From an optimization exercise on the open Yosys and OpenROAD flow, aimed at small area; shortcuts taken in it are not production practice. Only simulation tests tie the RTL to the original design; equivalence was not proved. Power is estimated from default activity; no workload was simulated.

`design/flow/flow/run.sh`:
```
#!/bin/bash
# Standard layout (the standard.sh) with three changes:
#  - after the standard synthesis, its combinational logic is re-mapped for
#    area by ABC (flow/resyn.tcl); registers and adder cells are untouched
#  - port buffers use the smallest buffer cell
#  - a leaner clock tree (clkbuf_8, clusters of 16, no dummy loads)
# Each tool's output goes to a log file in this folder.
set -euo pipefail
export BUFFER_PORTS_ARGS="-buffer_cell sky130_fd_sc_hd__buf_1"
export CTS_ARGS="-sink_clustering_enable -repair_clock_nets -dont_use_dummy_load -buf_list sky130_fd_sc_hd__clkbuf_8 -sink_clustering_size 16 -sink_clustering_max_diameter 50"
bash standard.sh synth > standard_synth.log 2>&1
RES=orfs/results/sky130hd/keypad_calc_top/base
cp $RES/1_2_yosys.v standard_synth.v
export RESYN_IN=$(pwd)/standard_synth.v RESYN_OUT=$(pwd)/resyn.v RESYN_SCRIPT=$(pwd)/flow/resyn.abc
$FLOW_HOME/../tools/install/yosys/bin/yosys -c flow/resyn.tcl > resyn_yosys.log 2>&1
$FLOW_HOME/../tools/install/yosys/bin/yosys -c flow/equiv.tcl > resyn_equiv.log 2>&1
if grep -q assign resyn.v; then echo "resyn.v has assign statements" >&2; exit 1; fi
cp resyn.v $RES/1_2_yosys.v
bash standard.sh > standard_flow.log 2>&1
```
`design/flow/flow/equiv.tcl`:
```
# Prove the re-mapped netlist equal to the standard synthesis (same
# registers, by name); the flow stops if it is not.
yosys -import
set lib $::env(FLOW_HOME)/platforms/sky130hd/lib/sky130_fd_sc_hd__tt_025C_1v80.lib
read_liberty -ignore_miss_func -ignore_miss_dir $lib
read_verilog $::env(RESYN_IN)
yosys rename $::env(FLOW_TOP) gold
read_verilog $::env(RESYN_OUT)
yosys rename $::env(FLOW_TOP) gate
flatten gold gate
hierarchy -check
async2sync
equiv_make gold gate equiv
hierarchy -top equiv
equiv_simple -seq 2
equiv_induct
equiv_status -assert
```
`design/flow/flow/resyn.abc`:
```
&get -n
&st
&dch -f
&nf -a -R 1000
&st
&dch -f
&nf -a -R 1000
&st
&dch -f
&nf -a -R 1000
&put
```
`design/flow/flow/resyn.tcl`:
```
# Re-map the combinational logic of the standard synthesis for area.
# Flip-flops, full/half adders and tie cells are kept exactly as the
# standard synthesis made them (same instances, names and cell types).
yosys -import
set lib $::env(FLOW_HOME)/platforms/sky130hd/lib/sky130_fd_sc_hd__tt_025C_1v80.lib
read_liberty -ignore_miss_func -ignore_miss_dir $lib
read_verilog $::env(RESYN_IN)
hierarchy -top $::env(FLOW_TOP)
set keep {}
foreach c [list fa_1 fa_2 fa_4 ha_1 ha_2 ha_4 conb_1] { lappend keep sky130_fd_sc_hd__$c }
# every sequential cell of the library stays a black box
foreach c {dfrtp_1 dfrtp_2 dfrtp_4 dfxtp_1 dfxtp_2 dfxtp_4 edfxtp_1 dfstp_1 dfstp_2 dfstp_4 dfrbp_1 dfrbp_2 dfsbp_1 dfsbp_2 dfxbp_1 dfxbp_2 edfxbp_1 dfbbn_1 dfbbn_2 dfbbp_1 dfrtn_1} { lappend keep sky130_fd_sc_hd__$c }
foreach c $keep { setattr -mod -set blackbox 1 $c }
flatten
# wires named after the flattened cells' pins are not names of the design
yosys rename -hide w:_*_.*
opt_clean -purge
# the platform's don't-use cells (platforms/sky130hd/config.mk)
set f [open $::env(FLOW_HOME)/platforms/sky130hd/config.mk]
set cfg [read $f]
close $f
set dont_use {}
foreach c [lsort -unique [regexp -all -inline {sky130_fd_sc_hd__(?:probe|probec|lpflow)_\w+} $cfg]] {
    lappend dont_use -dont_use $c
}
abc -liberty $lib {*}$dont_use -script $::env(RESYN_SCRIPT)
opt_clean -purge
splitnets
opt_clean -purge
hilomap -singleton -hicell sky130_fd_sc_hd__conb_1 HI -locell sky130_fd_sc_hd__conb_1 LO
# (no pass-through wires to buffer: checked by run.sh)
opt_clean -purge
stat -liberty $lib
write_verilog -noattr -nohex -nodec $::env(RESYN_OUT)
```
`design/flow/standard.sh`:
```
#!/bin/bash
# synth_recipe.tcl (not shown) runs the flow's synth.tcl, then flattens the netlist and writes it again
# the make line also repeats each setting of config.mk as NAME=value (left out here)
make -C /OpenROAD-flow-scripts/flow DESIGN_CONFIG=/design/flow/config.mk WORK_HOME=/design/flow/orfs CLKGATE_MAP_FILE= SYNTH_SCRIPT=/design/flow/synth_recipe.tcl "${@:-finish}"
```
`design/flow/config.mk`:
```
export PLATFORM = sky130hd
export DESIGN_NAME = keypad_calc_top
export DESIGN_NICKNAME = keypad_calc_top
export VERILOG_FILES = /design/flow/design.v
export SDC_FILE = /design/flow/constraint.sdc
export NUM_CORES = 4
export LEC_CHECK = 0
export CAP_MARGIN = 20
export CORE_MARGIN = 10
export CORE_UTILIZATION = 70
export SLEW_MARGIN = 20
```
`design/flow/constraint.sdc`:
```
create_clock -name core_clock -period 260.0 [get_ports {clk}]
set_input_delay 52.0000 -clock core_clock [delete_from_list [all_inputs] [get_ports {clk}]]
set_output_delay 52.0000 -clock core_clock [all_outputs]
set_load 0.01 [all_outputs]
```
`design/flow/design.v`:
```
package calc_pkg;
    typedef logic [3:0] key_code_t;
    localparam key_code_t KEY_1      = 4'h0;
    localparam key_code_t KEY_2      = 4'h1;
    localparam key_code_t KEY_3      = 4'h2;
    localparam key_code_t KEY_ADD    = 4'h3;
    localparam key_code_t KEY_4      = 4'h4;
    localparam key_code_t KEY_5      = 4'h5;
    localparam key_code_t KEY_6      = 4'h6;
    localparam key_code_t KEY_SUB    = 4'h7;
    localparam key_code_t KEY_7      = 4'h8;
    localparam key_code_t KEY_8      = 4'h9;
    localparam key_code_t KEY_9      = 4'ha;
    localparam key_code_t KEY_MUL    = 4'hb;
    localparam key_code_t KEY_CLEAR  = 4'hc;
    localparam key_code_t KEY_0      = 4'hd;
    localparam key_code_t KEY_EQUALS = 4'he;
    localparam key_code_t KEY_DIV    = 4'hf;
    typedef enum logic [4:0] {
        SCAN_0   = 5'b00001,
        SCAN_1   = 5'b00010,
        SCAN_2   = 5'b00100,
        SCAN_3   = 5'b01000,
        KEY_HELD = 5'b10000
    } scan_state_t;
    typedef enum logic [2:0] {OP_NONE, OP_ADD, OP_SUB, OP_MUL, OP_DIV} calc_op_t;
    localparam int OPERAND_W        = 32;
    localparam int RESULT_W         = 54;
    localparam int BCD_DIGITS       = 16;
    localparam int SCAN_TICK_CYCLES = 64;    
endpackage
module keypad_scanner (
    input  logic       clk,
    input  logic       reset_p,
    input  logic [3:0] row,
    output logic [3:0] col,
    output logic [3:0] key_value,
    output logic       key_valid,
    output logic [5:0] tc,           
    output logic       cap,          
    output logic [3:0] cap_code      
);
    logic [1:0] cidx;
    logic [1:0] rlow;
    logic       tick;
    logic       row_any;
    assign tick    = &tc;
    assign row_any = |row;
    assign rlow    = row[0] ? 2'd0 : row[1] ? 2'd1 : row[2] ? 2'd2 : 2'd3;
    assign col     = 4'b0001 << cidx;
    assign cap     = tick & ~key_valid & row_any;
    assign cap_code = {rlow, cidx};
    always_ff @(posedge clk or posedge reset_p) begin
        if (reset_p) begin
            tc        <= '0;
            cidx      <= '0;
            key_valid <= 1'b0;
            key_value <= '0;
        end else begin
            tc <= tc + 1'b1;
            if (tick) begin
                if (!key_valid) begin
                    if (row_any) begin
                        key_valid <= 1'b1;
                        key_value <= cap_code;
                    end else begin
                        cidx <= cidx + 1'b1;
                    end
                end else if (!row_any) begin
                    key_valid <= 1'b0;
                    cidx      <= '0;
                end
            end
        end
    end
endmodule
module calc_core (
    input  logic        clk,
    input  logic        reset_p,
    input  logic [5:0]  tc,
    input  logic        cap,
    input  logic [3:0]  cap_code,
    input  logic [3:0]  key_value,
    output logic [53:0] result,
    output logic [63:0] result_bcd,
    output logic        result_ready
);
    logic k_dig, k_clr, k_op, k_eq;
    assign k_op  = (cap_code[1:0] == 2'd3);
    assign k_clr = (cap_code == 4'hc);
    assign k_eq  = (cap_code == 4'he);
    assign k_dig = ~k_op & ~k_clr & ~k_eq;
    logic [3:0] dval;
    always_comb begin
        case (key_value[3:2])
            2'd0:    dval = {2'b00, key_value[1:0]} + 4'd1;
            2'd1:    dval = {2'b00, key_value[1:0]} + 4'd4;
            2'd2:    dval = {2'b00, key_value[1:0]} + 4'd7;
            default: dval = 4'd0;
        endcase
    end
    logic        second, ev, fv, ent;
    logic [1:0]  op;       
    logic [1:0]  ph;
    logic [31:0] E, F;
    logic [53:0] R;
    logic [63:0] D;
    logic op_key, eq_key;
    assign op_key = cap & k_op & ~second;
    assign eq_key = cap & k_eq & second;
    logic       p1d, p2d, p3d, enz;
    logic [1:0] ec;
    logic       dbit;
    logic [2:0] et;
    assign dbit = (tc[4:2] == 3'd0) & dval[tc[1:0]];
    assign et   = {2'b00, p1d} + {2'b00, p3d} + {2'b00, dbit} + {1'b0, ec};
    always_ff @(posedge clk) begin
        p1d <= ent & E[0] & ev;
        p2d <= p1d;
        p3d <= p2d;
        ec  <= ent ? et[2:1] : 2'd0;
        enz <= ent & (enz | et[0]);    
    end
    logic        ph1, ph2, ph3, step, xfer, bcd_step, first;
    logic        is_div, is_mul, last;
    logic        abit, bz;
    logic        sel_r, lsb, m, inv, r_en;
    logic [53:0] X, Y, sum;
    logic        q;
    assign ph1      = (ph == 2'd1);
    assign ph2      = (ph == 2'd2);
    assign ph3      = (ph == 2'd3);
    assign step     = ph1 & ~tc[5];
    assign xfer     = ph1 & tc[5] & is_div;
    assign bcd_step = ph2 | (ph3 & (tc < 6'd44));
    assign first    = (tc[4:0] == 5'd0);
    assign last     = (tc[4:0] == 5'd31);
    assign is_div   = (op == 2'd3);
    assign is_mul   = (op == 2'd2);
    assign abit     = F[~tc[4:0]] & fv;
    assign bz       = ~ev;
    always_comb begin
        sel_r = 1'b1;
        lsb   = 1'b0;
        m     = 1'b0;
        inv   = 1'b0;
        r_en  = 1'b0;
        if (step) begin
            sel_r = ~first;
            r_en  = 1'b1;
            if (is_div) begin
                lsb = abit;
                m   = ev;
                inv = first | ~R[33];
            end else if (is_mul) begin
                m   = abit & ev;
            end else begin
                lsb = abit;
                m   = last & ev;
                inv = last & op[0];
            end
        end else if (xfer) begin
            sel_r = ~first;
            lsb   = D[15] & ~bz;
            r_en  = 1'b1;
        end else if (bcd_step) begin
            lsb  = R[53];
            r_en = ~tc[0];
        end
    end
    assign X   = {R[52:33], R[32:0] & {33{sel_r}}, lsb};
    assign Y   = {{22{inv}}, ({32{m}} & E) ^ {32{inv}}};
    logic [54:0] cy;
    always_comb begin
        cy[0] = inv;
        for (int i = 0; i < 54; i++) begin
            sum[i]    = X[i] ^ Y[i] ^ cy[i];
            cy[i + 1] = (X[i] & Y[i]) | (X[i] & cy[i]) | (Y[i] & cy[i]);
        end
    end
    assign q   = ~sum[33];
    logic [31:0] d_half;
    logic        d_cy, cf, kill;
    bin_to_bcd u_dd (
        .d      (D[31:0]),
        .adj    (bcd_step),
        .bit_in (step ? q : (bcd_step & (tc[0] ? cf : R[53]))),
        .d_next (d_half),
        .carry  (d_cy)
    );
    assign kill = ph1 & tc[5];
    always_ff @(posedge clk)
        cf <= d_cy;
    always_ff @(posedge clk) begin
        if (ent)
            E <= {et[0], E[31:1]};
        if (op_key) begin
            F  <= E;
            fv <= ev;
            op <= cap_code[3:2];
        end
        if (r_en)
            R <= sum;
        if (ph1 | bcd_step)
            D <= {d_half[31:17], d_half[16] & ~kill, d_half[15:0], D[63:32]};
    end
    always_ff @(posedge clk or posedge reset_p) begin
        if (reset_p) begin
            second <= 1'b0;
            ev     <= 1'b0;
            ent    <= 1'b0;
            ph     <= 2'd0;
        end else begin
            if (cap & k_dig)
                ent <= 1'b1;
            else if (last)
                ent <= 1'b0;
            if (ent & last)
                ev <= enz | et[0];
            else if ((cap & k_clr) | op_key | (ph1 & (&tc)))
                ev <= 1'b0;
            if (op_key)
                second <= 1'b1;
            else if (eq_key)
                second <= 1'b0;
            if (eq_key)
                ph <= 2'd1;
            else if (ph1 & (&tc))
                ph <= 2'd2;
            else if (ph2 & (&tc))
                ph <= 2'd3;
            else if (result_ready)
                ph <= 2'd0;
        end
    end
    assign result_ready = ph3 & (tc == 6'd44);
    assign result       = R;
    assign result_bcd   = D;
endmodule
module bin_to_bcd (
    input  logic [31:0] d,
    input  logic        adj,
    input  logic        bit_in,
    output logic [31:0] d_next,
    output logic        carry
);
    logic [31:0] a;
    always_comb begin
        for (int i = 0; i < 8; i++) begin
            logic a3, a2, a1, a0, ge5;
            {a3, a2, a1, a0} = d[4*i +: 4];
            ge5 = adj & (a3 | (a2 & (a1 | a0)));
            a[4*i + 3] = ge5 | a3;
            a[4*i + 2] = (a2 & ~ge5) | (adj & a3 & a0);
            a[4*i + 1] = (a1 & (~ge5 | a0)) | (adj & a3 & ~a0);
            a[4*i + 0] = ge5 ^ a0;
        end
    end
    assign d_next = {a[30:0], bit_in};
    assign carry  = a[31];
endmodule
module keypad_calc_top (
    input  logic        clk,
    input  logic        reset_p,
    input  logic [3:0]  row,
    output logic [3:0]  col,
    output logic [3:0]  key_value,
    output logic        key_valid,
    output logic [53:0] result,
    output logic [63:0] result_bcd,
    output logic        result_ready
);
    logic [5:0] tc;
    logic       cap;
    logic [3:0] cap_code;
    keypad_scanner u_scanner (
        .clk       (clk),
        .reset_p   (reset_p),
        .row       (row),
        .col       (col),
        .key_value (key_value),
        .key_valid (key_valid),
        .tc        (tc),
        .cap       (cap),
        .cap_code  (cap_code)
    );
    calc_core u_calc (
        .clk          (clk),
        .reset_p      (reset_p),
        .tc           (tc),
        .cap          (cap),
        .cap_code     (cap_code),
        .key_value    (key_value),
        .result       (result),
        .result_bcd   (result_bcd),
        .result_ready (result_ready)
    );
endmodule
```
==> results.cfg, run 1 <==
[critical_path]
cp.arrival_ps = 2280
endpoint_kind = output pin
slowest_delay_ps = 710
r2r_slack_ps = 240360
reg2reg_to = u_calc.R[53]
start_kind = flip-flop
r2r-start = u_scanner.tc[0]
crit_path_max_fanout = 16
cp-endpoint = result_ready
path_class = flip-flop to output pin
r2r_cells = 68
cpMaxStageDelayCell = dfrtp_1
worstPathCellList = clkinv_1, ha_1, nand3b_1, nor3_1, buf_1
cp.required_ps = 208000
critPathLaunch = u_scanner.tc[0]

[cts]
numCtsBuffers = 21
htree_levels = 1
clkSinkCount = 210
cts_tree = yes
cts_hold_buf = 0
clkTransAtPathRegs_ps = 80
cts_setup_buffers = 0
clockBufferDepth = 3
clock_latency_ps = 510
clockRootBuffer = clkbuf_8
cts_resized = 0

[routing]
drt_iter0_markers = 521
drc_errors = 0
drt_wl_total_mm = 18.84
num_vias = 5805
drt_first_pass_iters = 5
wl_per_cell_um = 18.93
via_per_inst = 5.834
ant_nets = 0

[logic_synthesis]
synth.avg_cell_area_um2 = 14.24
synthCells = 655
synth_fp_nets = 733
yosysWarnings = 3
syn_area_um2 = 9328

[floorplanning]
die_y_um = 135.4
rows = 42
die_area_um2 = 18340
die_w_um = 135.4
num_io_pins = 134
core_um2 = 13140
start_util_pct = 71.00

[outcome]
status = complete, no violations

[timing]
hold_viol = 0
drv_slew = 0
fmax_mhz = 18.42
period_share_pct = 20.88
setup_tns_ps = 0
grt_setup_unrepaired = no
slew_headroom_pct = 41.68
worst_pin_slew_ps = 868.2
skew_ps = 50.62
fin_crit_ps = 54280
setup_viol = 0

[pwr]
sw_frac_of_total_pct = 18.74
power_switching_uw = 10.02
power.leakage_uw = 0.003530
p_seq_share_pct = 67.7
peakVddDrop_uv = 3.721
comb_power_share_pct = 0.6
power.density_nw_per_um2 = 5.132
internal-power_uw = 43.47
p_total_uw = 53.50
clockPowerShare_pct = 31.7

[cells_and_area]
drive_above_1_share_pct = 4.396
fill_cells = 814
antenna_cells = 0
syn_to_final_growth_pct = 11.75
nNetsFinal = 899

[grt]
grt_pass1_vias = 5997
grt_max_degree = 50
overflow = 0
antenna_found_initial = 0
grt_pass1_wl_mm = 31.36
grt_usage_pct = 21.12

[run]
cap_violations = 0

[place]
dp_hpwl_mm = 13.58
gp_congestion = 0.8703
port_buffers = 133

[hold_path]
hp-class = flip-flop to flip-flop
metrics by stage:
step	hold slack, ps	cells	setup slack [ps]	utilization (%)	instance area (um2)
after floorplan	309.6	655	205200	-	9328
after detailed placement	332.0	974	205890	77.14	10130
after CTS	351.6	995	205710	79.34	10420
after global routing	354.1	995	205520	79.34	10420
after global placement	310.6	974	206010	77.14	10130
final	351.1	995	205720	79.34	10420
placed cells by master (no fill, tap or decap), drive strengths merged, types with 2 or more instances in the layout:
cell,instances
and3,4
fa,54
a31oi,3
or2,2
o21a,2
nand2b,10
buf,143
nor3,15
o21ai,26
xor2,3
a21o,5
a21oi,72
ha,18
dfxtp,7
o221ai,2
nor2b,3
and2,4
nand2,67
clkinv,72
clkbuf,21
dfrtp,18
o211ai,11
nand3,10
a221oi,2
a211oi,2
mux2,4
xnor2,3
o22ai,13
nor2,25
edfxtp,185
worst min-delay path by stage:
stage | startpoint | to | slack, ps | cells past startpoint
floorplan | u_calc.p2d | u_calc.p3d | 310 | 0
global placement | u_calc.p2d | u_calc.p3d | 310 | 0
detailed placement | u_calc.p2d | u_calc.p3d | 330 | 0
CTS | u_calc.p2d | u_calc.p3d | 350 | 0
global route | u_calc.p2d | u_calc.p3d | 350 | 0
finish | u_calc.p2d | u_calc.p3d | 350 | 0
metal layers:
layer  vias up  GRT usage [%]  share of wire (%)
met3        29          4.451                7.4
li1       2676              -                  -
met2       211          33.75                 49
met5         -              0                  0
met4         0          5.144                1.8
met1      2889          29.39                 42
final cells by class:
| class | count | area [um2] | area share (%) |
|---|---|---|---|
| clock buffer | 21 | 289.0 | 2.773 |
| inverter | 72 | 270.3 | 2.593 |
| multi-input combinational | 373 | 2924 | 28.05 |
| sequential | 210 | 6146 | 58.96 |
| tap | 176 | 220.2 | 2.113 |
| timing repair buffer | 143 | 574.3 | 5.510 |
worst max-delay path: cells and delay by family (launching register included):
family	cells	cell delay, ps
fa+ha+maj	1	340
buf+inv	2	560
flops	1	710
simple gates	2	160
state kept, by name, summed over array words and instances, names as in the netlist, 2 cells and up:
name / cells
u_calc.D: 64
u_calc.R: 54
u_calc.E: 32
u_calc.F: 32
u_scanner.tc: 6
u_scanner.key_value: 4
u_calc.ec: 2
u_calc.op: 2
u_calc.ph: 2
u_scanner.cidx: 2
power groups by stage:
stage          sequential, uW  clock, uW  combinational, uW
3_5_place_dp             37.0          0              0.306
2_1_floorplan            37.0          0              0.140
5_1_grt                  36.2       19.0              0.346
4_1_cts                  36.2       17.5              0.308
3_3_place_gp             37.0          0              0.291
6_report                 36.2       17.0              0.306
==> inputs of run 2 (changes only) <==
--- a/design/flow/flow/run.sh
+++ b/design/flow/flow/run.sh
@@ -5,3 +5,3 @@
 #  - port buffers use the smallest buffer cell
-#  - a leaner clock tree (clkbuf_8, clusters of 16, no dummy loads)
+#  - a leaner clock tree (clkbuf_4/8, clusters of 12, no dummy loads)
 # Each tool's output goes to a log file in this folder.
@@ -9,3 +9,3 @@
 export BUFFER_PORTS_ARGS="-buffer_cell sky130_fd_sc_hd__buf_1"
-export CTS_ARGS="-sink_clustering_enable -repair_clock_nets -dont_use_dummy_load -buf_list sky130_fd_sc_hd__clkbuf_8 -sink_clustering_size 16 -sink_clustering_max_diameter 50"
+export CTS_ARGS="-sink_clustering_enable -repair_clock_nets -dont_use_dummy_load -buf_list {sky130_fd_sc_hd__clkbuf_4 sky130_fd_sc_hd__clkbuf_8} -sink_clustering_size 12 -sink_clustering_max_diameter 40"
 bash standard.sh synth > standard_synth.log 2>&1
==> results.cfg, run 2 <==
[cells_and_area]
largest_register_ff_count = 64
drive_above_1_share_pct = 5.206
nNetsFinal = 906
layout_commonest_cell = edfxtp_1
largest-register = u_calc.D
fin_area_um2 = 10520
reg_top3 = u_calc.D (64), u_calc.R (54)
instances_no_fill = 1002
antenna_cells = 0
syn_to_final_growth_pct = 12.78
mostFrequentLayoutCells = edfxtp_1 (185), buf_1 (133), clkinv_1 (72), a21oi_1 (72), nand2_1 (66)

[timing]
drv_slew = 0
holdWs_ps = 345.3
setup_slack_ps = 205740
slew_headroom_pct = 42.60
setup_tns_ps = 0
setup_viol = 0
hold_viol = 0
grt_setup_unrepaired = no
skew_ps = 53.77
fin_crit_ps = 54260
fmax_mhz = 18.43
period_share_pct = 20.87
worst_pin_slew_ps = 854.4

[place]
port_buffers = 133
place_area_um2 = 10130
dpl.cell_count = 974
dp_hpwl_mm = 13.58
dp_slack_ps = 205890
gp_congestion = 0.8703

[floorplanning]
die_area_um2 = 18340
num_io_pins = 134
rows = 42
core_um2 = 13140
start_util_pct = 71.00
die_y_um = 135.4
die_w_um = 135.4

[critical_path]
endpoint_kind = output pin
path_class = flip-flop to output pin
cp.arrival_ps = 2260
start_kind = flip-flop
crit_path_max_fanout = 16
cp.required_ps = 208000

[logic_synthesis]
yosysWarnings = 3
synth.avg_cell_area_um2 = 14.24
synth_fp_nets = 733
synthCells = 655
syn_area_um2 = 9328

[grt]
grt_max_degree = 50
grt_pass1_wl_mm = 31.85
busiest_layer = met2
use_met3_pct = 4.970
grt_usage_pct = 21.48
overflow = 0
antenna_found_initial = 0
met2_usage_pct = 33.91
grt_use_met1_pct = 29.39
grt_pass1_vias = 6139

[run]
cap_violations = 0

[routing]
ant_nets = 0
wl_per_cell_um = 19.17
drt_iter0_markers = 556
drt_wl_total_mm = 19.20
num_vias = 5868
via_per_inst = 5.856
drt_first_pass_iters = 5
drc_errors = 0

[cts]
clkTransAtPathRegs_ps = 80
numCtsBuffers = 28
clockRootBuffer = clkbuf_8
cts_hold_buf = 0
htree_levels = 1
clkSinkCount = 210
clockBufferDepth = 3
cts_resized = 0
cts_setup_buffers = 0
clock_latency_ps = 550
cts_tree = yes

[pwr]
power.leakage_uw = 0.003580
peakVddDrop_uv = 3.659
internal-power_uw = 45.75
clockPowerShare_pct = 35.4
p_seq_share_pct = 64.0
power_switching_uw = 10.87
comb_power_share_pct = 0.5
power.density_nw_per_um2 = 5.383
sw_frac_of_total_pct = 19.20

[hold_path]
hp-class = flip-flop to flip-flop

[outcome]
status = complete, no violations
[run 2: layer usage]
layer	share of wire, %	wire length [um]
met1	41	7959
met2	48	9158
met3	8.0	1531
met4	2.9	555
met5	0	0
[run 2: area by class of cell]
type / count / area [um2]
Tap cell: 176 / 220.2
Timing Repair Buffer: 143 / 574.3
Clock buffer: 28 / 385.4
Fill cell: 797 / 2618
Sequential cell: 210 / 6146
Multi-Input combinational cell: 373 / 2924
Inverter: 72 / 270.3
[run 2: per-stage QoR]
stage	power, uW	util, %
4_1_cts	56.96	80.08
3_5_place_dp	37.27	77.14
2_1_floorplan	37.12	-
5_1_grt	58.46	80.08
3_3_place_gp	37.25	77.14
6_report	56.63	80.08
[run 2: worst max-delay path, stage by stage (launching register included)]
cell      delay [ps]
dfrtp_1          690
clkinv_1         410
ha_1             340
nand3b_1          90
nor3_1            70
buf_1            150
[run 2: worst paths after layout]
check | startpoint | to | slack [ps] | cells after the start
setup / recovery | u_scanner.tc[0] | result_ready | 205740 | 5
hold / removal | u_calc.p2d | u_calc.p3d | 350 | 0
setup reg to reg | u_scanner.tc[0] | u_calc.R[53] | 240370 | 68
hold reg to reg | u_calc.p2d | u_calc.p3d | 350 | 0
max in group asynchronous | reset_p | u_scanner.tc[0] | 208190 | 2
min in group asynchronous | reset_p | u_calc.ev | 51430 | 2
[run 2: power groups by stage]
stage	Clock [uW]	Combinational [uW]	Sequential (uW)
2_1_floorplan	0	0.140	37.0
3_3_place_gp	0	0.291	37.0
3_5_place_dp	0	0.306	37.0
4_1_cts	20.4	0.307	36.3
5_1_grt	21.9	0.346	36.2
6_report	20.1	0.306	36.3
==> inputs of run 3 (changes only) <==
==> design/flow/flow/run.sh (replaced) <==
#!/bin/bash
# Standard layout (the standard.sh) with three changes:
#  - after the standard synthesis, its combinational logic is re-mapped for
#    area by ABC (flow/resyn.tcl); registers and full adders are untouched,
#    and flow/equiv.tcl proves the result equal to the standard netlist
#  - port buffers use the smallest buffer cell
#  - a leaner clock tree (clkbuf_4, clusters of 10, no dummy loads)
# Each tool's output goes to a log file in this folder.
set -euo pipefail
export BUFFER_PORTS_ARGS="-buffer_cell sky130_fd_sc_hd__buf_1"
export CTS_ARGS="-sink_clustering_enable -repair_clock_nets -dont_use_dummy_load -buf_list sky130_fd_sc_hd__clkbuf_4 -sink_clustering_size 10 -sink_clustering_max_diameter 40"
bash standard.sh synth > standard_synth.log 2>&1
RES=orfs/results/sky130hd/keypad_calc_top/base
cp $RES/1_2_yosys.v standard_synth.v
export RESYN_IN=$(pwd)/standard_synth.v RESYN_OUT=$(pwd)/resyn.v RESYN_SCRIPT=$(pwd)/flow/resyn.abc
$FLOW_HOME/../tools/install/yosys/bin/yosys -c flow/resyn.tcl > resyn_yosys.log 2>&1
$FLOW_HOME/../tools/install/yosys/bin/yosys -c flow/equiv.tcl > resyn_equiv.log 2>&1
if grep -q -e assign -e '\$lut' resyn.v; then echo "resyn.v is not a plain cell netlist" >&2; exit 1; fi
cp resyn.v $RES/1_2_yosys.v
bash standard.sh > standard_flow.log 2>&1
==> design/flow/flow/resyn.abc (replaced) <==
strash
dc2
dch -f
map -a
mfs2 -a
strash
dch -f
map -a
topo
--- a/design/flow/flow/resyn.tcl
+++ b/design/flow/flow/resyn.tcl
@@ -1,3 +1,3 @@
 # Re-map the combinational logic of the standard synthesis for area.
-# Flip-flops, full/half adders and tie cells are kept exactly as the
+# Flip-flops, full adders and tie cells are kept exactly as the
 # standard synthesis made them (same instances, names and cell types).
@@ -9,3 +9,3 @@
 set keep {}
-foreach c [list fa_1 fa_2 fa_4 ha_1 ha_2 ha_4 conb_1] { lappend keep sky130_fd_sc_hd__$c }
+foreach c [list fa_1 fa_2 fa_4 conb_1] { lappend keep sky130_fd_sc_hd__$c }
 # every sequential cell of the library stays a black box
==> results.cfg, run 3 <==
[routing]
via_per_inst = 5.981
num_vias = 6053
drt_iter0_markers = 560
drc_errors = 0
wl_per_cell_um = 19.95
drt_first_pass_iters = 6
ant_nets = 0
drt_wl_total_mm = 20.19

[floorplanning]
rows = 41
num_io_pins = 134
die_area_um2 = 18040
die_w_um = 134.3
start_util_pct = 71.88
core_um2 = 12720
die_y_um = 134.3

[timing]
grt_setup_unrepaired = no
worst_pin_slew_ps = 902.9
setup_viol = 0
fmax_mhz = 18.49
holdWs_ps = 348.0
period_share_pct = 20.80
skew_ps = 82.57
slew_headroom_pct = 39.34
drv_slew = 0
hold_viol = 0
setup_tns_ps = 0
fin_crit_ps = 54070

[hold_path]
worstHoldEndpoint = u_calc.p3d
min_from = u_calc.p2d
hold_depth = 0
hp-class = flip-flop to flip-flop

[place]
port_buffers = 133
place_area_um2 = 9953
gp_congestion = 0.9141
dp_hpwl_mm = 14.16

[cells_and_area]
reg_top3 = u_calc.D (64), u_calc.R (54)
nNetsFinal = 901
fin_util_pct = 80.03
layout_commonest_cell = edfxtp_1
mostFrequentLayoutCells = edfxtp_1 (185), buf_1 (133), clkinv_1 (102), a21oi_1 (75), nand2_1 (65)
drive_above_1_share_pct = 5.244
largest-register = u_calc.D
fin_area_um2 = 10180
syn_to_final_growth_pct = 11.33
largest_register_ff_count = 64
fill_cells = 756

[critical_path]
crit_path_max_fanout = 8
r2r_cells = 69
cp.arrival_ps = 2070
cp.required_ps = 208000
r2r-start = u_scanner.tc[0]
path_class = flip-flop to output pin
endpoint_kind = output pin
r2r_slack_ps = 239720
reg2reg_to = u_calc.R[53]
start_kind = flip-flop

[grt]
grt_pass1_vias = 6162
antenna_found_initial = 1
grt_usage_pct = 22.52
grt_max_degree = 65
overflow = 0
grt_pass1_wl_mm = 32.72

[outcome]
status = complete, no violations

[cts]
cts_tree = yes
cts_resized = 0
clkTransAtPathRegs_ps = 90
cts_hold_buf = 0
cts_setup_buffers = 0
htree_levels = 1
clock_latency_ps = 670
clockBufferDepth = 3
numCtsBuffers = 30
clkSinkCount = 210
clockRootBuffer = clkbuf_4

[pwr]
power.density_nw_per_um2 = 5.105
power.leakage_uw = 0.003250
peakVddDrop_uv = 3.572

[run]
cap_violations = 0

[logic_synthesis]
synth.avg_cell_area_um2 = 13.73
yosysWarnings = 3
synthCells = 666
synth_fp_nets = 726
syn_area_um2 = 9145
==> run 3: changes by cell type in the layout (fill, tap and decap cells not counted), sizes merged, moves of 5 or more <==
cell and delta:
o31ai +7, a22oi +6, xor2 +7, ha -18, o211ai -8, nor2 +27
nand2b -10, nor3 -9, a21o -5, a32o +8, clkinv +30
==> run 3: area by class of cell <==
| cell class | instances | area (um2) | share of cell area, % |
|---|---|---|---|
| clock buffer | 30 | 225.2 | 2.212 |
| sequential | 210 | 6146 | 60.37 |
| timing repair buffer | 143 | 574.3 | 5.641 |
| multi-input combinational | 354 | 2635 | 25.88 |
| inverter | 102 | 382.9 | 3.761 |
| tap | 172 | 215.2 | 2.114 |
| antenna | 1 | 2.502 | 0.02458 |
==> run 3: metal layers <==
| layer | up-vias | track usage [%] | routed length, um |
|---|---|---|---|
| li1 | 2710 | - | - |
| met1 | 2988 | 31.15 | 8277 |
| met2 | 312 | 34.58 | 9728 |
| met3 | 43 | 5.751 | 1765 |
| met4 | 0 | 7.074 | 414 |
| met5 | - | 0 | 0 |
==> run 3: power breakdown <==
group          internal, uW  switching, uW
sequential             36.2         0.0358
clock                  5.28           10.2
combinational        0.0766          0.222
total                  41.5           10.5
==> run 3: per-stage QoR <==
step / instances / total power [uW] / worst slack, ps
3_5_place_dp: 981 / 37.26 / 205840
2_1_floorplan: 666 / 37.12 / 204180
4_1_cts: 1011 / 52.34 / 205920
6_report: 1012 / 51.98 / 205930
5_1_grt: 1012 / 53.82 / 205710
3_3_place_gp: 981 / 37.24 / 205950
==> run 3: worst max-delay path, cell delays in order, from the launching register on <==
cell and delay [ps]:
dfrtp_1 500, clkinv_1 270, nor2_1 260, nand4_1 170, clkinv_1 100, buf_1 160
==> run 3: how the worst max path moves through the flow <==
| stage | from | to | depth (start not counted) |
|---|---|---|---|
| 2_1_floorplan | row[1] | u_calc.F[0] | 6 |
| 3_5_place_dp | row[1] | u_calc.F[10] | 8 |
| 4_1_cts | u_scanner.tc[2] | result_ready | 5 |
| 3_3_place_gp | row[1] | u_calc.F[4] | 8 |
| 6_report | u_scanner.tc[2] | result_ready | 5 |
| 5_1_grt | u_scanner.tc[2] | result_ready | 5 |
==> inputs of run 4 (changes only) <==
--- a/design/flow/flow/run.sh
+++ b/design/flow/flow/run.sh
@@ -6,3 +6,3 @@
 #  - port buffers use the smallest buffer cell
-#  - a leaner clock tree (clkbuf_4, clusters of 10, no dummy loads)
+#  - a leaner clock tree (clkbuf_8, clusters of 18, no dummy loads)
 # Each tool's output goes to a log file in this folder.
@@ -10,3 +10,3 @@
 export BUFFER_PORTS_ARGS="-buffer_cell sky130_fd_sc_hd__buf_1"
-export CTS_ARGS="-sink_clustering_enable -repair_clock_nets -dont_use_dummy_load -buf_list sky130_fd_sc_hd__clkbuf_4 -sink_clustering_size 10 -sink_clustering_max_diameter 40"
+export CTS_ARGS="-sink_clustering_enable -repair_clock_nets -dont_use_dummy_load -buf_list sky130_fd_sc_hd__clkbuf_8 -sink_clustering_size 18 -sink_clustering_max_diameter 55"
 bash standard.sh synth > standard_synth.log 2>&1
==> results.cfg, run 4 <==
[grt]
met2_usage_pct = 34.88
antenna_found_initial = 0
grt_pass1_wl_mm = 32.46
grt_pass1_vias = 6061
grt_use_met1_pct = 31.04
overflow = 0
grt_usage_pct = 22.31
grt_max_degree = 65
busiest_layer = met2
use_met3_pct = 4.854

[critical_path]
path_class = flip-flop to output pin
cp.required_ps = 208000
slowest_delay_ps = 500
cpMaxStageDelayCell = dfrtp_1
endpoint_kind = output pin
crit_path_max_fanout = 8
start_kind = flip-flop
cp.arrival_ps = 1960
worstPathCellList = clkinv_1, nor2_1, nand4_1, clkinv_1, buf_1
crit_path_frequent_cell = clkinv_1

[floorplanning]
die_area_um2 = 18040
num_io_pins = 134
rows = 41
start_util_pct = 71.88
die_w_um = 134.3
die_y_um = 134.3
core_um2 = 12720

[logic_synthesis]
synthCells = 666
synth.avg_cell_area_um2 = 13.73
syn_area_um2 = 9145
yosysWarnings = 3
synth_fp_nets = 726

[place]
place_area_um2 = 9953
dp_hpwl_mm = 14.16
port_buffers = 133
gp_congestion = 0.9141

[cts]
cts_resized = 0
clockRootBuffer = clkbuf_8
clkTransAtPathRegs_ps = 110
htree_levels = 1
clkSinkCount = 210
clock_latency_ps = 510
numCtsBuffers = 16
cts_hold_buf = 0
cts_setup_buffers = 0
cts_tree = yes
clockBufferDepth = 3

[routing]
ant_nets = 0
via_per_inst = 5.998
num_vias = 5980
drc_errors = 0
drt_wl_total_mm = 20.08
drt_first_pass_iters = 5
wl_per_cell_um = 20.14
drt_iter0_markers = 651

[pwr]
clockPowerShare_pct = 29.5
power.leakage_uw = 0.003227
internal-power_uw = 41.81
power.density_nw_per_um2 = 5.092
peakVddDrop_uv = 4.798
p_seq_share_pct = 69.9
sw_frac_of_total_pct = 19.28
comb_power_share_pct = 0.6
power_switching_uw = 9.987

[cells_and_area]
reg_top3 = u_calc.D (64), u_calc.R (54)
largest-register = u_calc.D
antenna_cells = 0
nNetsFinal = 887
largest_register_ff_count = 64
mostFrequentLayoutCells = edfxtp_1 (185), buf_1 (133), clkinv_1 (102), a21oi_1 (75), nand2_1 (65)
fill_cells = 750
drive_above_1_share_pct = 3.636
layout_commonest_cell = edfxtp_1
fin_area_um2 = 10170
fin_util_pct = 79.97
syn_to_final_growth_pct = 11.25

[timing]
worst_pin_slew_ps = 925.3
fin_crit_ps = 53960
setup_tns_ps = 0
skew_ps = 49.68
drv_slew = 0
slew_headroom_pct = 37.84
setup_viol = 0
holdWs_ps = 351.6
fmax_mhz = 18.53
period_share_pct = 20.76
hold_viol = 0
grt_setup_unrepaired = no

[hold_path]
hp-class = flip-flop to flip-flop

[run]
cap_violations = 0

[outcome]
status = complete, no violations
==> run 4: critical path, delay by kind of cell, from the launching register on <==
kind | cells | cell delay (ps)
buf+inv | 3 | 530
simple gates | 2 | 420
flops | 1 | 500
==> run 4: routing by layer <==
metal / vias up / wire length, um
li1: 2661 / -
met1: 2958 / 8018
met2: 325 / 9785
met3: 36 / 1833
met4: 0 / 439
met5: - / 0
==> run 4: worst paths after layout <==
kind	from	cells after the start	slack (ps)	end
setup / recovery	u_scanner.tc[2]	5	206040	result_ready
hold / removal	u_calc.p2d	0	350	u_calc.p3d
hold reg to reg	u_calc.p2d	0	350	u_calc.p3d
max in group asynchronous	reset_p	2	208170	u_scanner.tc[4]
min in group asynchronous	reset_p	2	51470	u_scanner.tc[1]
setup reg to reg	u_scanner.tc[0]	69	239720	u_calc.R[53]
==> run 4: power groups by stage <==
stage / Combinational, uW / Clock (uW) / Sequential, uW
final: 0.303 / 15.3 / 36.2
after global routing: 0.346 / 16.8 / 36.2
after CTS: 0.306 / 15.5 / 36.2
after detailed placement: 0.301 / 0 / 37.0
after global placement: 0.289 / 0 / 37.0
after floorplan: 0.141 / 0 / 37.0
==> run 4: per-stage QoR <==
stage / setup slack [ps] / std cells / power, uW
after floorplan: 204180 / 666 / 37.12
after global placement: 205950 / 981 / 37.24
after detailed placement: 205840 / 981 / 37.26
after CTS: 206030 / 997 / 52.02
after global routing: 205830 / 997 / 53.32
final: 206040 / 997 / 51.80
==> run 4: final cells by class <==
cell class	count	area [um2]	share of cell area, %
clock buffers	16	220.2	2.165
repair buffers	143	574.3	5.645
inverters	102	382.9	3.763
multi-input cells	354	2635	25.90
flip-flops and latches	210	6146	60.41
well taps	172	215.2	2.115
==> inputs of run 5 (changes only) <==
==> design/flow/flow/resyn.abc (replaced) <==
strash
dc2
dch -f
map -a
mfs2 -a
strash
&get -n
&st
&dch -f
&nf -a -R 1000
&put
topo
--- a/design/flow/config.mk
+++ b/design/flow/config.mk
@@ -7,5 +7,6 @@
 export LEC_CHECK = 0
-export CAP_MARGIN = 20
+export CAP_MARGIN = 0
 export CORE_MARGIN = 10
 export CORE_UTILIZATION = 70
-export SLEW_MARGIN = 20
+export GPL_TIMING_DRIVEN = 0
+export SLEW_MARGIN = 0
==> results.cfg, run 5 <==
[outcome]
status = complete, no violations

[place]
dp_slack_ps = 205750
dp_hpwl_mm = 12.91
gp_congestion = 0.8185
port_buffers = 133

[cts]
numCtsBuffers = 16
clock_latency_ps = 510
clkTransAtPathRegs_ps = 110
cts_tree = yes
cts_hold_buf = 0
cts_setup_buffers = 0
clkSinkCount = 210
clockBufferDepth = 3
htree_levels = 1
clockRootBuffer = clkbuf_8
cts_resized = 0

[routing]
drt_first_pass_iters = 5
drt_wl_total_mm = 18.28
ant_nets = 0
via_per_inst = 5.981
num_vias = 5634
wl_per_cell_um = 19.41
drt_iter0_markers = 544
drc_errors = 0

[grt]
grt_usage_pct = 20.99
grt_max_degree = 39
grt_pass1_vias = 5921
antenna_found_initial = 0
grt_pass1_wl_mm = 30.86
overflow = 0

[cells_and_area]
antenna_cells = 0
multiInputGateArea_um2 = 2801
mostFrequentLayoutCells = edfxtp_1 (185), buf_1 (133), nand2_1 (69), a21oi_1 (66), fa_1 (54)
fill_cells = 779
layout_commonest_cell = edfxtp_1
drive_above_1_share_pct = 3.506
syn_to_final_growth_pct = 11.08
nNetsFinal = 832
largest_register_ff_count = 64
largest-register = u_calc.D
reg_top3 = u_calc.D (64), u_calc.R (54)
layout.area.seq_um2 = 6147

[hold_path]
worstHoldEndpoint = u_calc.p3d
min_from = u_calc.p2d
hp-class = flip-flop to flip-flop
hold_depth = 0

[floorplanning]
die_w_um = 134.0
start_util_pct = 71.76
num_io_pins = 134
die_y_um = 134.0
rows = 41
die_area_um2 = 17950
core_um2 = 12670

[critical_path]
endpoint_kind = output pin
start_kind = flip-flop
slowest_delay_ps = 700
r2r_slack_ps = 239110
cp_num_buf_inv = 2
cp.arrival_ps = 1880
crit_path_max_fanout = 15
r2r_cells = 69
reg2reg_to = u_calc.R[53]
r2r-start = u_scanner.tc[0]
cp.required_ps = 208000
path_class = flip-flop to output pin
cpMaxStageDelayCell = dfrtp_1
path_delay_family = flip-flops
worstPathCellList = nand2_1, nor2_1, nand4b_1, clkinv_1, buf_1

[timing]
setup_tns_ps = 0
grt_setup_unrepaired = no
fmax_mhz = 18.56
setup_viol = 0
worst_pin_slew_ps = 1228
skew_ps = 41.74
setup_slack_ps = 206120
slew_headroom_pct = 18.12
holdWs_ps = 375.1
drv_slew = 0
hold_viol = 0
fin_crit_ps = 53880
period_share_pct = 20.72

[logic_synthesis]
synth_fp_nets = 679
synthCells = 619
synth.avg_cell_area_um2 = 14.69
syn_area_um2 = 9092
yosysWarnings = 3

[pwr]
power.density_nw_per_um2 = 5.523
power.leakage_uw = 0.003254
peakVddDrop_uv = 4.313
p_total_uw = 55.78

[run]
cap_violations = 0
run 5: report_power, final:
part           total, uW  switching (uW)  internal, uW
sequential          38.2           0.727          37.4
clock               15.2            9.60          5.58
combinational       2.46            1.64         0.814
run 5: worst max-delay path by stage:
stage | start | to | slack [ps] | cells past startpoint
after floorplan | row[1] | u_calc.F[0] | 205380 | 5
after global placement | row[1] | u_calc.ev | 204560 | 7
after detailed placement | row[1] | u_calc.F[10] | 205750 | 6
after CTS | u_scanner.tc[2] | result_ready | 206120 | 5
after global routing | u_scanner.tc[2] | result_ready | 205940 | 5
final | u_scanner.tc[2] | result_ready | 206120 | 5
run 5: area by class of cell:
cell class              count  area share [%]
multi-input cells         362           27.74
repair buffers            135           5.339
well taps                 172           2.131
clock buffers              16           2.180
inverters                  47           1.747
flip-flops and latches    210           60.86
run 5: per-layer routing:
layer	track usage [%]	wire, um	vias to the layer above
met1	28.46	7437	2773
li1	-	-	2544
met2	33.48	8839	274
met4	5.925	387	0
met5	0	0	-
met3	5.004	1617	43
run 5: metrics by stage:
step | instances | util, % | instance area (um2)
final | 942 | 79.71 | 10100
after global routing | 942 | 79.71 | 10100
after CTS | 942 | 79.62 | 10090
after detailed placement | 926 | 77.88 | 9868
after global placement | 924 | 77.40 | 9807
after floorplan | 619 | - | 9092
==> inputs of run 6 (changes only) <==
--- a/design/flow/config.mk
+++ b/design/flow/config.mk
@@ -10,3 +10,2 @@
 export CORE_UTILIZATION = 70
-export GPL_TIMING_DRIVEN = 0
 export SLEW_MARGIN = 0
==> results.cfg, run 6 <==
[cts]
clockBufferDepth = 3
htree_levels = 1
clock_latency_ps = 500
numCtsBuffers = 16
cts_resized = 0
clkSinkCount = 210
clkTransAtPathRegs_ps = 110
clockRootBuffer = clkbuf_8
cts_tree = yes
cts_hold_buf = 0
cts_setup_buffers = 0

[routing]
drt_iter0_markers = 505
ant_nets = 0
via_per_inst = 5.963
num_vias = 5653
drt_wl_total_mm = 18.47
wl_per_cell_um = 19.48
drc_errors = 0
drt_first_pass_iters = 7

[critical_path]
start_kind = flip-flop
cp-endpoint = result_ready
crit_path_max_fanout = 15
r2r-start = u_scanner.tc[0]
path_class = flip-flop to output pin
critPathLaunch = u_scanner.tc[2]
r2r_cells = 70
cp.required_ps = 208000
reg2reg_to = u_calc.R[53]
cp.arrival_ps = 1820
r2r_slack_ps = 239830
endpoint_kind = output pin

[place]
dp_hpwl_mm = 13.24
port_buffers = 133
dp_slack_ps = 206140
dpl.cell_count = 932
place_area_um2 = 9883
gp_congestion = 0.8272

[hold_path]
hp-class = flip-flop to flip-flop

[grt]
grt_pass1_wl_mm = 30.30
antenna_found_initial = 0
grt_max_degree = 55
overflow = 0
grt_pass1_vias = 5820
grt_usage_pct = 20.74

[timing]
period_share_pct = 20.70
setup_viol = 0
fmax_mhz = 18.58
drv_slew = 0
worst_pin_slew_ps = 1082
slew_headroom_pct = 27.44
hold_viol = 0
fin_crit_ps = 53820
grt_setup_unrepaired = no
setup_slack_ps = 206180
setup_tns_ps = 0
skew_ps = 30.73

[floorplanning]
rows = 41
die_area_um2 = 17950
core_um2 = 12670
die_w_um = 134.0
die_y_um = 134.0
start_util_pct = 71.76
num_io_pins = 134

[pwr]
power.density_nw_per_um2 = 5.501
peakVddDrop_uv = 4.259
power.leakage_uw = 0.003278

[logic_synthesis]
synth.avg_cell_area_um2 = 14.69
synthCells = 619
yosysWarnings = 3
synth_fp_nets = 679
syn_area_um2 = 9092

[cells_and_area]
largest-register = u_calc.D
layout_commonest_cell = edfxtp_1
largest_register_ff_count = 64
fin_area_um2 = 10100
syn_to_final_growth_pct = 11.12
instances_no_fill = 948
antenna_cells = 0
reg_top3 = u_calc.D (64), u_calc.R (54)
fin_util_pct = 79.74
nNetsFinal = 838
drive_above_1_share_pct = 3.866
mostFrequentLayoutCells = edfxtp_1 (185), buf_1 (133), nand2_1 (69), a21oi_1 (66), fa_1 (54)
fill_cells = 785

[run]
cap_violations = 0

[outcome]
status = complete, no violations
==> run 6: area by class of cell <==
type / instances / area (um2) / area share (%)
Multi-Input combinational cell: 362 / 2786 / 27.58
Clock buffer: 16 / 220.2 / 2.180
Inverter: 47 / 176.4 / 1.746
Tap cell: 172 / 215.2 / 2.130
Timing Repair Buffer: 141 / 559.3 / 5.536
Sequential cell: 210 / 6146 / 60.83
==> run 6: stage by stage <==
stage,hold slack [ps],power [uW]
5_1_grt,354.1,57.53
2_1_floorplan,309.6,40.21
3_5_place_dp,313.2,41.39
6_report,352.5,55.58
3_3_place_gp,313.5,41.20
4_1_cts,349.2,55.94
==> run 6: power by group <==
part | total, uW | switching, uW | internal (uW)
logic | 2.53 | 1.73 | 0.791
clock network | 15.0 | 9.40 | 5.58
registers | 38.1 | 0.633 | 37.4
total | 55.6 | 11.8 | 43.8
==> run 6: critical path, stage by stage, from the launching register on <==
cell,delay (ps)
dfrtp_1,650
nand2_1,140
nor2_1,110
nand4b_1,180
clkinv_1,90
buf_1,160
==> run 6: metal layers <==
layer	track usage (%)	routed length [um]	up-vias
li1	-	-	2559
met1	27.63	7527	2813
met2	33.89	9150	256
met3	4.929	1477	25
met4	5.320	310	0
met5	0	0	-
==> run 6: how the worst min path moves through the flow <==
stage / startpoint / endpoint / slack, ps / depth (start not counted)
after detailed placement: u_calc.p2d / u_calc.p3d / 310 / 0
after global placement: u_calc.p2d / u_calc.p3d / 310 / 0
after floorplan: u_calc.p2d / u_calc.p3d / 310 / 0
after CTS: u_calc.p2d / u_calc.p3d / 350 / 0
after global routing: u_calc.p2d / u_calc.p3d / 350 / 0
final: u_calc.p2d / u_calc.p3d / 350 / 0
==> inputs of run 7 (changes only) <==
--- a/design/flow/flow/run.sh
+++ b/design/flow/flow/run.sh
@@ -6,3 +6,3 @@
 #  - port buffers use the smallest buffer cell
-#  - a leaner clock tree (clkbuf_8, clusters of 18, no dummy loads)
+#  - a leaner clock tree (clkbuf_8/16, clusters of 24, no dummy loads)
 # Each tool's output goes to a log file in this folder.
@@ -10,3 +10,3 @@
 export BUFFER_PORTS_ARGS="-buffer_cell sky130_fd_sc_hd__buf_1"
-export CTS_ARGS="-sink_clustering_enable -repair_clock_nets -dont_use_dummy_load -buf_list sky130_fd_sc_hd__clkbuf_8 -sink_clustering_size 18 -sink_clustering_max_diameter 55"
+export CTS_ARGS="-sink_clustering_enable -repair_clock_nets -dont_use_dummy_load -buf_list {sky130_fd_sc_hd__clkbuf_8 sky130_fd_sc_hd__clkbuf_16} -sink_clustering_size 24 -sink_clustering_max_diameter 60"
 bash standard.sh synth > standard_synth.log 2>&1
==> results.cfg, run 7 <==
[place]
dp_slack_ps = 206140
dp_hpwl_mm = 13.24
port_buffers = 133
gp_congestion = 0.8272

[critical_path]
cpMaxStageDelayCell = dfrtp_1
worst-path-stages = 5
cp.required_ps = 208000
path_class = flip-flop to output pin
cp_num_buf_inv = 2
cp.arrival_ps = 1790
slowest_delay_ps = 650
start_kind = flip-flop
crit_path_max_fanout = 15
path_delay_family = flip-flops
endpoint_kind = output pin
r2r_cells = 70
worstPathCellList = nand2_1, nor2_1, nand4b_1, clkinv_1, buf_1

[grt]
grt_usage_pct = 21.10
antenna_found_initial = 0
grt_pass1_wl_mm = 30.74
grt_max_degree = 55
grt_pass1_vias = 5930
overflow = 0

[timing]
setup_tns_ps = 0
drv_slew = 0
setup_viol = 0
skew_ps = 31.80
fmax_mhz = 18.59
slew_headroom_pct = 26.82
worst_pin_slew_ps = 1091
setup_slack_ps = 206210
holdWs_ps = 360.2
grt_setup_unrepaired = no
fin_crit_ps = 53790
period_share_pct = 20.69
hold_viol = 0

[pwr]
internal-power_uw = 47.84
power.leakage_uw = 0.003336
peakVddDrop_uv = 4.741
comb_power_share_pct = 4.2
sw_frac_of_total_pct = 20.25
clockPowerShare_pct = 32.3
p_seq_share_pct = 63.5
power.density_nw_per_um2 = 5.862
power_switching_uw = 12.15

[hold_path]
hold_depth = 0
hp-class = flip-flop to flip-flop

[routing]
num_vias = 5637
via_per_inst = 5.959
drt_first_pass_iters = 6
wl_per_cell_um = 19.99
drt_iter0_markers = 431
drc_errors = 0
ant_nets = 0
drt_wl_total_mm = 18.91

[logic_synthesis]
synth_fp_nets = 679
yosysWarnings = 3
synth.avg_cell_area_um2 = 14.69
syn_area_um2 = 9092
synthCells = 619

[cts]
cts_setup_buffers = 0
clock_latency_ps = 470
cts_tree = yes
clockRootBuffer = clkbuf_16
clkTransAtPathRegs_ps = 80
numCtsBuffers = 14
clockBufferDepth = 3
cts_resized = 0
htree_levels = 1
cts_hold_buf = 0
clkSinkCount = 210

[floorplanning]
num_io_pins = 134
die_area_um2 = 17950
die_y_um = 134.0
core_um2 = 12670
start_util_pct = 71.76
rows = 41
die_w_um = 134.0

[cells_and_area]
antenna_cells = 0
drive_above_1_share_pct = 3.618
reg_top3 = u_calc.D (64), u_calc.R (54)
largest-register = u_calc.D
largest_register_ff_count = 64
syn_to_final_growth_pct = 12.55
layout_commonest_cell = edfxtp_1
nNetsFinal = 836
mostFrequentLayoutCells = edfxtp_1 (185), buf_1 (133), nand2_1 (69), a21oi_1 (66), fa_1 (54)

[run]
cap_violations = 0

[outcome]
status = complete, no violations
## run 7: cell type report
cell class / instances / area (um2)
sequential: 210 / 6146
multi-input combinational: 362 / 2786
fill: 764 / 2437
timing repair buffer: 141 / 559.3
clock buffer: 14 / 350.3
tap: 172 / 215.2
inverter: 47 / 176.4
## run 7: path summary, 6_finish.rpt
| kind | start | endpoint | slack (ps) |
|---|---|---|---|
| max in group asynchronous | reset_p | u_scanner.tc[2] | 208110 |
| worst min register to register | u_calc.p2d | u_calc.p3d | 360 |
| worst min-delay path | u_calc.p2d | u_calc.p3d | 360 |
| worst max register to register | u_scanner.tc[0] | u_calc.R[53] | 239810 |
| min in group asynchronous | reset_p | u_scanner.tc[1] | 51530 |
| worst max-delay path | u_scanner.tc[2] | result_ready | 206210 |
## run 7: power groups by stage
stage	sequential (uW)	clock [uW]	combinational, uW
2_1_floorplan	39.2	0	1.05
3_3_place_gp	38.7	0	2.46
3_5_place_dp	38.8	0	2.57
4_1_cts	38.1	19.6	2.59
5_1_grt	38.2	20.7	2.85
6_report	38.1	19.4	2.54
## run 7: metal layers
metal	up-vias	part of all wire [%]	track usage (%)	wire (um)
met5	-	0	0	0
met4	0	2.1	6.651	400
met3	34	7.6	4.518	1440
met2	259	50	35.88	9534
met1	2790	40	26.65	7538
li1	2554	-	-	-
## run 7: per-stage QoR
| stage | util (%) | area (um2) | std cells | power, uW |
|---|---|---|---|---|
| global route | 80.76 | 10230 | 946 | 61.73 |
| global placement | 78.00 | 9883 | 932 | 41.20 |
| floorplan | - | 9092 | 619 | 40.21 |
| detailed placement | 78.00 | 9883 | 932 | 41.39 |
| CTS | 80.76 | 10230 | 946 | 60.32 |
| finish | 80.76 | 10230 | 946 | 59.99 |
==> inputs of run 8 (changes only) <==
--- a/design/flow/flow/run.sh
+++ b/design/flow/flow/run.sh
@@ -6,3 +6,3 @@
 #  - port buffers use the smallest buffer cell
-#  - a leaner clock tree (clkbuf_8/16, clusters of 24, no dummy loads)
+#  - a leaner clock tree (clkbuf_8, clusters of 22, no dummy loads)
 # Each tool's output goes to a log file in this folder.
@@ -10,3 +10,3 @@
 export BUFFER_PORTS_ARGS="-buffer_cell sky130_fd_sc_hd__buf_1"
-export CTS_ARGS="-sink_clustering_enable -repair_clock_nets -dont_use_dummy_load -buf_list {sky130_fd_sc_hd__clkbuf_8 sky130_fd_sc_hd__clkbuf_16} -sink_clustering_size 24 -sink_clustering_max_diameter 60"
+export CTS_ARGS="-sink_clustering_enable -repair_clock_nets -dont_use_dummy_load -buf_list sky130_fd_sc_hd__clkbuf_8 -sink_clustering_size 22 -sink_clustering_max_diameter 45"
 bash standard.sh synth > standard_synth.log 2>&1
==> results.cfg, run 8 <==
[outcome]
status = complete, no violations

[cts]
clock_latency_ps = 530
cts_tree = yes
cts_setup_buffers = 0
htree_levels = 1
numCtsBuffers = 22
clockBufferDepth = 3
clkTransAtPathRegs_ps = 100
cts_resized = 0
cts_hold_buf = 0
clockRootBuffer = clkbuf_8
clkSinkCount = 210

[floorplanning]
num_io_pins = 134
start_util_pct = 71.76
rows = 41
die_y_um = 134.0
die_area_um2 = 17950
die_w_um = 134.0
core_um2 = 12670

[routing]
drt_iter0_markers = 439
via_per_inst = 5.987
drt_wl_total_mm = 18.74
wl_per_cell_um = 19.65
ant_nets = 0
drt_first_pass_iters = 5
drc_errors = 0
num_vias = 5712

[timing]
worst_pin_slew_ps = 1083
drv_slew = 0
holdWs_ps = 349.8
setup_tns_ps = 0
period_share_pct = 20.71
grt_setup_unrepaired = no
skew_ps = 54.86
setup_viol = 0
fmax_mhz = 18.57
setup_slack_ps = 206160
fin_crit_ps = 53840
hold_viol = 0
slew_headroom_pct = 27.37

[pwr]
p_total_uw = 58.00
power.leakage_uw = 0.003322
peakVddDrop_uv = 3.889
power.density_nw_per_um2 = 5.694

[cells_and_area]
fill_cells = 777
largest_register_ff_count = 64
syn_to_final_growth_pct = 12.03
layout_commonest_cell = edfxtp_1
drive_above_1_share_pct = 4.604
multiInputGateArea_um2 = 2786
mostFrequentLayoutCells = edfxtp_1 (185), buf_1 (133), nand2_1 (69), a21oi_1 (66), fa_1 (54)
antenna_cells = 0
nNetsFinal = 844
largest-register = u_calc.D
reg_top3 = u_calc.D (64), u_calc.R (54)
layout.area.seq_um2 = 6146

[run]
cap_violations = 0

[critical_path]
worstPathCellList = nand2_1, nor2_1, nand4b_1, clkinv_1, buf_1
critPathLaunch = u_scanner.tc[2]
crit_path_max_fanout = 15
r2r_cells = 70
cp.arrival_ps = 1840
start_kind = flip-flop
cp-endpoint = result_ready
r2r_slack_ps = 239890
endpoint_kind = output pin
r2r-start = u_scanner.tc[0]
cp.required_ps = 208000
cpMaxStageDelayCell = dfrtp_1
slowest_delay_ps = 640
reg2reg_to = u_calc.R[53]
path_class = flip-flop to output pin

[logic_synthesis]
synth.avg_cell_area_um2 = 14.69
synth_fp_nets = 679
yosysWarnings = 3
syn_area_um2 = 9092
synthCells = 619

[place]
port_buffers = 133
dp_slack_ps = 206140
dp_hpwl_mm = 13.24
gp_congestion = 0.8272

[grt]
grt_pass1_vias = 5890
grt_pass1_wl_mm = 30.67
grt_usage_pct = 21.00
overflow = 0
grt_max_degree = 55
antenna_found_initial = 0

[hold_path]
hp-class = flip-flop to flip-flop
min_from = u_calc.p2d
==> run 8: layout make-up <==
| class | count | share of cell area (%) |
|---|---|---|
| multi-input combinational | 362 | 27.36 |
| tap | 172 | 2.113 |
| timing repair buffer | 141 | 5.491 |
| clock buffer | 22 | 2.973 |
| inverter | 47 | 1.732 |
| sequential | 210 | 60.34 |
==> run 8: worst max-delay path, delay by kind of cell (launching register included) <==
family,cells,cell delay [ps]
AND/OR/NAND/NOR,3,430
buffers and inverters,2,260
flip-flops,1,640
==> run 8: per-stage QoR <==
stage / instances / util [%] / cell area (um2)
final: 954 / 80.39 / 10190
after global routing: 954 / 80.39 / 10190
after CTS: 954 / 80.39 / 10190
after detailed placement: 932 / 78.00 / 9883
after global placement: 932 / 78.00 / 9883
after floorplan: 619 / - / 9092
==> run 8: power breakdown <==
group / internal, uW / switching (uW) / leakage, uW / total [uW]
sequential: 37.5 / 0.641 / 0.00192 / 38.1
clock: 7.54 / 9.82 / 0.000158 / 17.4
combinational: 0.792 / 1.75 / 0.00124 / 2.54
total: 45.8 / 12.2 / 0.00332 / 58.0
==> run 8: worst min-delay path by stage <==
stage                       endpoint  depth (start not counted)  slack (ps)
after floorplan           u_calc.p3d                          0         310
after global placement    u_calc.p3d                          0         310
after detailed placement  u_calc.p3d                          0         310
after CTS                 u_calc.p3d                          0         350
after global routing      u_calc.p3d                          0         350
final                     u_calc.p3d                          0         350
==> run 8: routing by layer <==
| metal | global-route usage, % | part of all wire (%) |
|---|---|---|
| met2 | 34.42 | 50 |
| met3 | 5.302 | 9.2 |
| met5 | 0 | 0 |
| met1 | 27.51 | 40 |
| met4 | 5.804 | 1.7 |
==> inputs of run 9 (changes only) <==
--- a/design/flow/design.v
+++ b/design/flow/design.v
@@ -170,3 +170,11 @@
     end
-    assign X   = {R[52:33], R[32:0] & {33{sel_r}}, lsb};
+    logic sh_r, hold_r;
+    assign sh_r   = r_en & sel_r;
+    assign hold_r = ~r_en;
+    always_comb begin
+        X[0] = r_en ? lsb : R[0];
+        for (int i = 1; i < 34; i++)
+            X[i] = (R[i - 1] & sh_r) | (R[i] & hold_r);
+        X[53:34] = R[52:33];
+    end
     assign Y   = {{22{inv}}, ({32{m}} & E) ^ {32{inv}}};
@@ -201,4 +209,5 @@
         end
+        R[33:0] <= sum[33:0];
         if (r_en)
-            R <= sum;
+            R[53:34] <= sum[53:34];
         if (ph1 | bcd_step)
--- a/design/flow/flow/run.sh
+++ b/design/flow/flow/run.sh
@@ -6,3 +6,3 @@
 #  - port buffers use the smallest buffer cell
-#  - a leaner clock tree (clkbuf_8, clusters of 22, no dummy loads)
+#  - a leaner clock tree (clkbuf_8, clusters of 18, no dummy loads)
 # Each tool's output goes to a log file in this folder.
@@ -10,3 +10,3 @@
 export BUFFER_PORTS_ARGS="-buffer_cell sky130_fd_sc_hd__buf_1"
-export CTS_ARGS="-sink_clustering_enable -repair_clock_nets -dont_use_dummy_load -buf_list sky130_fd_sc_hd__clkbuf_8 -sink_clustering_size 22 -sink_clustering_max_diameter 45"
+export CTS_ARGS="-sink_clustering_enable -repair_clock_nets -dont_use_dummy_load -buf_list sky130_fd_sc_hd__clkbuf_8 -sink_clustering_size 18 -sink_clustering_max_diameter 55"
 bash standard.sh synth > standard_synth.log 2>&1
==> design/flow/flow/resyn.abc (replaced) <==
strash
dc2
dch -f
map -a
mfs2 -a
strash
&get -n
&st
&dch -f
&nf -a -R 1000
&put
mfs2 -a
strash
&get -n
&st
&dch -f
&nf -a -R 1000
&put
topo
--- a/design/flow/config.mk
+++ b/design/flow/config.mk
@@ -10,2 +10,3 @@
 export CORE_UTILIZATION = 70
+export GPL_TIMING_DRIVEN = 0
 export SLEW_MARGIN = 0
==> results.cfg, run 9 <==
[cells_and_area]
reg_top3 = u_calc.D (64), u_calc.R (54)
layout_commonest_cell = edfxtp_1
syn_to_final_growth_pct = 12.29
largest-register = u_calc.D
fill_cells = 759
drive_above_1_share_pct = 3.951
mostFrequentLayoutCells = edfxtp_1 (151), buf_1 (133), nand2_1 (59), fa_1 (54), dfxtp_1 (41)
largest_register_ff_count = 64
multiInputGateArea_um2 = 3034
antenna_cells = 0
nNetsFinal = 796
fin_area_um2 = 9937
layout.area.seq_um2 = 5807

[pwr]
power_switching_uw = 9.591
internal-power_uw = 41.01
power.leakage_uw = 0.003212
sw_frac_of_total_pct = 18.95
power.density_nw_per_um2 = 5.093
p_seq_share_pct = 70.0
peakVddDrop_uv = 3.787
comb_power_share_pct = 0.3
clockPowerShare_pct = 29.7

[place]
place_area_um2 = 9716
port_buffers = 133
gp_congestion = 0.8412
dp_slack_ps = 205750
dp_hpwl_mm = 13.06

[floorplanning]
rows = 41
die_w_um = 132.4
start_util_pct = 70.70
die_area_um2 = 17540
die_y_um = 132.4
core_um2 = 12520
num_io_pins = 134

[critical_path]
crit_path_max_fanout = 11
cp.required_ps = 208000
path_delay_family = simple AND/OR/NAND/NOR gates
cp.arrival_ps = 2350
endpoint_kind = output pin
path_class = flip-flop to output pin
r2r_slack_ps = 235030
worstPathCellList = nor2_1, nand4_1, clkinv_1, buf_1
slowest_delay_ps = 750
cpMaxStageDelayCell = nor2_1
start_kind = flip-flop
cp_num_buf_inv = 2

[cts]
cts_resized = 0
numCtsBuffers = 16
cts_hold_buf = 0
cts_setup_buffers = 0
clockRootBuffer = clkbuf_8
clkTransAtPathRegs_ps = 100
htree_levels = 1
clockBufferDepth = 3
cts_tree = yes
clock_latency_ps = 510
clkSinkCount = 210

[logic_synthesis]
syn_area_um2 = 8850
synthCells = 579
synth_fp_nets = 639
synth.avg_cell_area_um2 = 15.28
yosysWarnings = 3

[routing]
drt_wl_total_mm = 18.25
drt_first_pass_iters = 6
wl_per_cell_um = 20.14
num_vias = 5488
ant_nets = 0
drc_errors = 0
drt_iter0_markers = 546
via_per_inst = 6.057

[grt]
grt_usage_pct = 20.85
grt_max_degree = 39
grt_pass1_vias = 5774
overflow = 0
antenna_found_initial = 0
grt_pass1_wl_mm = 30.26

[timing]
setup_slack_ps = 205650
setup_viol = 0
fmax_mhz = 18.40
period_share_pct = 20.91
slew_headroom_pct = 25.97
setup_tns_ps = 0
skew_ps = 72.70
hold_viol = 0
drv_slew = 0
grt_setup_unrepaired = no
worst_pin_slew_ps = 1104
fin_crit_ps = 54350

[hold_path]
hp-class = flip-flop to flip-flop

[run]
cap_violations = 0

[outcome]
status = complete, no violations
[run 9: per-stage QoR]
stage	hold WS, ps	util [%]	std cells	power, uW
after floorplan	309.6	-	579	36.23
after CTS	344.5	79.38	906	51.00
after global placement	314.9	76.41	884	36.32
after detailed placement	338.4	77.62	890	36.32
after global routing	347.3	79.39	906	52.09
final	342.8	79.39	906	50.61
[run 9: area by class of cell]
class / count / share of cell area (%)
clock buffers: 16 / 2.216
inverters: 14 / 0.5288
multi-input cells: 355 / 30.53
flip-flops and latches: 210 / 58.44
well taps: 172 / 2.166
repair buffers: 139 / 6.119
[run 9: power by group through the flow]
stage	Clock, uW	Sequential, uW	Combinational (uW)
final	15.0	35.4	0.159
after global routing	16.5	35.4	0.176
after CTS	15.4	35.4	0.161
after detailed placement	0	36.2	0.160
after global placement	0	36.2	0.156
after floorplan	0	36.2	0.0716
[run 9: layer usage]
metal	wire length (um)	vias to the layer above	part of all wire [%]	track usage [%]
met2	9034	235	50	34.76
met1	7273	2757	40	26.51
li1	-	2450	-	-
met3	1376	46	7.5	4.996
met4	564	0	3.1	6.663
met5	0	-	0	0
[run 9: final timing paths]
check                                 from           end  cells after the start
min in group asynchronous          reset_p  u_calc.ph[0]                      2
min reg2reg                     u_calc.p2d    u_calc.p3d                      0
max in group asynchronous          reset_p    u_calc.ent                      2
max reg2reg                u_scanner.tc[0]  u_calc.R[53]                     67
max                        u_scanner.tc[0]  result_ready                      4
min                             u_calc.p2d    u_calc.p3d                      0

==> afterwards: timing with drivers on the ports <==
No port has a modelled driver above. Below, the same layouts with a new extraction and two added sets of constraints.
Step 1 sets driving cells, clkbuf_16 on the clock port and buf_2 on the other inputs (assumed; they add their load-dependent delay and slew).
Step 2 moves the port delays by t, midway between the first and last clock arrival at a register: inputs arrive t later, outputs are due t later. That takes back most of the time a late clock gives input paths.
a / b / c = no drivers / after step 1 / after step 2; a / b = the first two.
run	t (ns)	setup WS [ns]	pins driven straight from the clock port
run 1	0.522	205.723 / 205.685 / 205.859	1
run 2	0.557	205.742 / 205.705 / 205.889	1
run 3	0.664	205.929 / 205.890 / 205.763	1
run 4	0.523	206.036 / 205.996 / 205.765	1
run 5	0.529	206.120 / 206.084 / 205.696	1
run 6	0.522	206.180 / 206.142 / 206.109	1
run 7	0.499	206.214 / 206.166 / 206.070	1
run 8	0.544	206.158 / 206.118 / 206.064	1
run 9	0.514	205.647 / 205.609 / 205.757	1
After both steps every run listed still meets setup and hold. For run 5, which loses most, drivers alone change the setup slack by -0.036 ns; drivers and shift together by -0.424 ns.
